This is an optimization exercise on Yosys and OpenROAD, whose aim is small area, a short achievable clock period and few clock cycles per item, not a production implementation. Only simulation tests tie the RTL to the original design; equivalence was not proved. Power figures rest on the tool's default switching activity, not on a simulated workload.

==> flow/design.v <==
`default_nettype none
module rename_unit (
    input  wire logic                                      clock,
    input  wire logic                                      reset,
    input  wire logic                                      squash,
    input  wire logic                                      request_valid,
    output logic                                           request_ready,
    input  wire logic [2*15-1:0]      request,
    output logic                                           result_valid,
    input  wire logic                                      result_ready,
    output logic [2*18-1:0]           result,
    input  wire logic [2*12-1:0]      retire
);
    localparam int NA = 32;
    localparam int PW = 6;
    localparam int AW = 5;
    localparam int RQ = 2*15;
    localparam int RS = 2*18;
    logic [NA-1:1][PW-1:0]   spec_st;     
    logic [NA-1:1][PW-1:0]   commit_st;   
    logic [NA-1:0][PW-1:0]   spec_q, commit_q;
    logic [NA/2-1:0][PW-1:0] even_q;      
    logic [NA/2-1:0][PW-1:0] odd_q;       
    logic [4:0]  head_q;                  
    logic [3:0]  he_q;                    
    logic [4:0]  ch_q;                    
    logic [5:0]  count_q;                 
    logic        ge1_q, ge2_q;            
    logic        sq_q;                    
    logic          pwe_q, pwo_q;
    logic [3:0]    pre_q, pro_q;
    logic [PW-1:0] pde_q, pdo_q;
    logic          hite_q, hito_q;        
    logic          hv_q, sv_q;
    logic [RQ-1:0] hd_q, sd_q;
    logic [1:0]    hl_q;
    logic          fwd_a_q, fwd_b_q;      
    logic          ov_q;
    logic [RS-1:0] od_q;
    logic          rv0, rv1;
    logic [AW-1:0] rarn0, rarn1;
    logic [PW-1:0] rprn0, rprn1;
    logic [PW-1:0] old0, old1;            
    logic [PW-1:0] push_e, push_o;        
    logic          we_e, we_o;
    logic [3:0]    row_e, row_o;
    logic [1:0]    nret;
    always_comb begin
        {rv1, rarn1, rprn1, rv0, rarn0, rprn0} = retire;
        old0  = commit_q[rarn0];
        old1  = (rv0 && rarn1 == rarn0) ? rprn0 : commit_q[rarn1];
        nret  = 2'({1'b0, rv0} + {1'b0, rv1});
        push_e = (rv0 && !ch_q[0]) ? old0 : old1;
        push_o = (rv0 &&  ch_q[0]) ? old0 : old1;
        row_o  = ch_q[4:1];
        row_e  = 4'(ch_q[4:1] + {3'd0, ch_q[0]});
        we_e   = ch_q[0] ? (rv0 && rv1) : (rv0 || rv1);
        we_o   = ch_q[0] ? (rv0 || rv1) : (rv0 && rv1);
    end
    logic [AW-1:0] a0, b0, d0, a1, b1, d1;
    logic          live0, live1;
    logic          enough, out_room, adv;
    logic [PW-1:0] erow, orow, alloc0, alloc1;
    logic          odd0, odd1;
    logic [RS-1:0] renamed;
    logic [1:0]    popped;
    always_comb begin
        {a1, b1, d1, a0, b0, d0} = hd_q;
        live0    = hl_q[0];
        live1    = hl_q[1];
        enough   = ge2_q || (ge1_q && !(live0 && live1)) || !(live0 || live1);
        out_room = !ov_q || result_ready;
        adv      = hv_q && enough && out_room && !sq_q;
        popped   = adv ? 2'({1'b0, live0} + {1'b0, live1}) : 2'd0;
        erow   = hite_q ? pde_q : even_q[he_q];
        orow   = hito_q ? pdo_q : odd_q[head_q[4:1]];
        odd0   = head_q[0];
        odd1   = head_q[0] ^ live0;
        alloc0 = odd0 ? orow : erow;
        alloc1 = odd1 ? orow : erow;
        renamed[35:30] = fwd_a_q ? alloc0 : spec_q[a1];
        renamed[29:24] = fwd_b_q ? alloc0 : spec_q[b1];
        renamed[23:18] = live1 ? alloc1 : '0;
        renamed[17:12] = spec_q[a0];
        renamed[11:6]  = spec_q[b0];
        renamed[5:0]   = live0 ? alloc0 : '0;
    end
    logic          accept_in, hload;
    logic [RQ-1:0] hnext;
    assign request_ready = !sv_q;
    assign accept_in     = request_valid && !sv_q;
    assign result_valid  = ov_q;
    assign result        = od_q;
    assign hload         = adv || !hv_q;
    assign hnext         = sv_q ? sd_q : request;
    logic [5:0] count_next;
    logic       ge1_next, ge2_next;
    logic [5:0] cand [5];
    logic [4:0] cge1, cge2;
    logic [5:0] byp_c [3];
    logic [2:0] byp_1, byp_2;
    logic [4:0] head_next, h1, h2;
    logic [3:0] he_next;
    always_comb begin
        for (int k = 0; k < 5; k++) begin
            cand[k] = 6'(count_q + 6'(k) - 6'd2);
            cge1[k] = (k >= 3) || count_q >= 6'(3 - k);      
            cge2[k] = (k >= 4) || count_q >= 6'(4 - k);      
        end
        for (int p = 0; p < 3; p++) begin
            case (nret)
                2'd0:    begin byp_c[p] = cand[2-p]; byp_1[p] = cge1[2-p]; byp_2[p] = cge2[2-p]; end
                2'd1:    begin byp_c[p] = cand[3-p]; byp_1[p] = cge1[3-p]; byp_2[p] = cge2[3-p]; end
                default: begin byp_c[p] = cand[4-p]; byp_1[p] = cge1[4-p]; byp_2[p] = cge2[4-p]; end
            endcase
        end
        case (popped)
            2'd0:    begin count_next = byp_c[0]; ge1_next = byp_1[0]; ge2_next = byp_2[0]; end
            2'd1:    begin count_next = byp_c[1]; ge1_next = byp_1[1]; ge2_next = byp_2[1]; end
            default: begin count_next = byp_c[2]; ge1_next = byp_1[2]; ge2_next = byp_2[2]; end
        endcase
        h1 = head_q + 5'd1;
        h2 = head_q + 5'd2;
        if (sq_q) begin
            head_next = ch_q;
            he_next   = 4'(ch_q[4:1] + {3'd0, ch_q[0]});
        end else begin
            case (popped)
                2'd0:    begin head_next = head_q; he_next = he_q; end
                2'd1:    begin head_next = h1;     he_next = 4'(h1[4:1] + {3'd0, h1[0]}); end
                default: begin head_next = h2;     he_next = 4'(h2[4:1] + {3'd0, h2[0]}); end
            endcase
        end
    end
    always_ff @(posedge clock) begin
        if (reset) begin
            head_q  <= '0;
            he_q    <= '0;
            ch_q    <= '0;
            count_q <= 6'd32;
            ge1_q   <= 1'b1;
            ge2_q   <= 1'b1;
            pwe_q   <= 1'b0;
            pwo_q   <= 1'b0;
            hite_q  <= 1'b0;
            hito_q  <= 1'b0;
            sq_q    <= 1'b1;
            hv_q    <= 1'b0;
            sv_q    <= 1'b0;
            ov_q    <= 1'b0;
        end else begin
            pwe_q  <= we_e;
            pwo_q  <= we_o;
            hite_q <= we_e && row_e == he_next;
            hito_q <= we_o && row_o == head_next[4:1];
            sq_q   <= squash;
            ch_q   <= ch_q + 5'(nret);
            head_q <= head_next;
            he_q   <= he_next;
            if (sq_q) begin
                count_q <= 6'd32;
                ge1_q   <= 1'b1;
                ge2_q   <= 1'b1;
            end else begin
                count_q <= count_next;
                ge1_q   <= ge1_next;
                ge2_q   <= ge2_next;
            end
            if (squash) begin
                hv_q <= 1'b0;
                sv_q <= 1'b0;
                ov_q <= 1'b0;
            end else begin
                if (hload) begin
                    hv_q <= sv_q || accept_in;
                    sv_q <= 1'b0;
                end else if (accept_in) begin
                    sv_q <= 1'b1;
                end
                if (out_room) ov_q <= adv;
            end
        end
    end
    always_ff @(posedge clock) begin
        pre_q <= row_e;
        pro_q <= row_o;
        pde_q <= push_e;
        pdo_q <= push_o;
        if (hload) begin
            hd_q    <= hnext;
            hl_q[0] <= hnext[4:0] != '0;
            hl_q[1] <= hnext[19:15] != '0;
            fwd_a_q <= hnext[4:0] != '0 && hnext[29:25] == hnext[4:0];
            fwd_b_q <= hnext[4:0] != '0 && hnext[24:20] == hnext[4:0];
        end
        if (!sv_q) sd_q <= request;
        if (out_room) od_q <= renamed;
    end
    always_ff @(posedge clock) begin
        for (int i = 1; i < NA; i++) begin
            if (sq_q)
                spec_st[i] <= commit_st[i];
            else if (adv && ((live1 && d1 == AW'(i)) || (live0 && d0 == AW'(i)))) begin
                if ((live1 && d1 == AW'(i)) ? odd1 : odd0)
                    spec_st[i] <= orow;
                else
                    spec_st[i] <= erow;
            end
        end
    end
    always_ff @(posedge clock) begin
        if (reset) begin
            for (int i = 1; i < NA; i++) begin
                commit_st[i] <= PW'(i);
            end
            for (int i = 0; i < NA/2; i++) begin
                even_q[i] <= PW'(NA + 2*i);
                odd_q[i]  <= PW'(NA + 2*i + 1);
            end
        end else begin
            for (int i = 1; i < NA; i++) begin
                if (rv1 && rarn1 == AW'(i))
                    commit_st[i] <= rprn1;
                else if (rv0 && rarn0 == AW'(i))
                    commit_st[i] <= rprn0;
            end
            for (int i = 0; i < NA/2; i++) begin
                if (pwe_q && pre_q == 4'(i)) even_q[i] <= pde_q;
                if (pwo_q && pro_q == 4'(i)) odd_q[i]  <= pdo_q;
            end
        end
    end
    assign spec_q   = {spec_st, PW'(0)};
    assign commit_q = {commit_st, PW'(0)};
endmodule
`default_nettype wire
clock: 7.0 ns
lec_check: 0
cap_margin: 35
core_margin: 2
core_utilization: 40
cts_cluster_diameter: 60
cts_cluster_size: 30
place_density: 0.5
setup_slack_margin: 4.6
slew_margin: 35
run.sh (not shown) runs the stock make flow with config.mk's settings and CLKGATE_MAP_FILE= SYNTH_SCRIPT=/design/flow/synth_recipe.tcl, a recipe that flattens the netlist after the stock synthesis.
Testbench counts at the start, summed over its fixed seeds: cycles 28,688, bundles 20,000.
Next try:
ABC_CLOCK_PERIOD_IN_PS = 2600   (was not set)
SETUP_SLACK_MARGIN = 4.3   (was 4.6)
Effect: The changed run ran to the end with no violations; total power drops by 14%; fmax drops by 0.53%; clock power drops by 7.3%; worst hold slack barely changes; final area drops by 16%; synthesized area is unchanged; via count drops by 6.9%; setup slack is worse by 0.014 ns; count of clock-buffer cells in the layout drops by 7; utilization drops by 8.8 points.
Next try:
ABC_AREA = 1   (was not set)
ABC_CLOCK_PERIOD_IN_PS = not set   (was 2600)
CORE_UTILIZATION = 48   (was 40)
CTS_CLUSTER_DIAMETER = 80   (was 60)
PLACE_DENSITY = 0.58   (was 0.5)
Effect:
- flip-flop and latch count is unchanged
- clock power shrinks by about a fifth
- die area falls by roughly a tenth
- setup slack loses 0.034 ns
- global-route usage grows by 13 points
- worst hold slack hardly moves
- wire length rose by a quarter to a third
- synthesized cell count climbs by well over a third
Next try:
ABC_AREA = not set   (was 1)
CORE_UTILIZATION = 40   (was 48)
CTS_CLUSTER_DIAMETER = 60   (was 80)
PLACE_DENSITY = 0.5   (was 0.58)
=>
- The new run passed the timing, design-rule and antenna checks
- wire length decreases by about 20%
- clock power increases by about 30%
- cell area increases by 0.74%
- cell count decreases by about 30%
- clock-buffer cell count increases by 35
- total power increases by 5.2%
- die area increases by 13%
- worst hold slack barely changes

static timing again, ports no longer ideal:
In the flow no input, the clock included, has a driving cell. The finished layouts below were timed again as built, in two steps.
Step 1: set_driving_cell puts a clkbuf_16 on clock and a buf_2 on each other input, an assumption about the parent block.
Step 2 also shifts input and output timing later by t, the mid clock arrival at the registers, as if the neighbouring blocks saw the same clock.
Slacks: ideal / step 1 / step 2; pairs: ideal / step 1.
run	t, ns	setup slack, ns	latest minus earliest clock arrival (ns)	worst register clock-pin slew, ns	worst slew at a driven data input, ns
the first run	0.740	4.289 / 4.190 / 3.450	0.041 / 0.042	0.09 / 0.09	0.34
the second run	0.720	4.275 / 4.233 / 3.512	0.038 / 0.037	0.09 / 0.09	0.20
the third run	0.756	4.241 / 4.180 / 3.602	0.047 / 0.046	0.12 / 0.12	0.06
the fourth run	0.720	4.275 / 4.233 / 3.512	0.038 / 0.037	0.09 / 0.09	0.20
After both steps setup and hold are still met in every run listed. The setup slack of the first run, which loses most, moves by -0.099 ns with the drivers and by -0.839 ns with both steps.
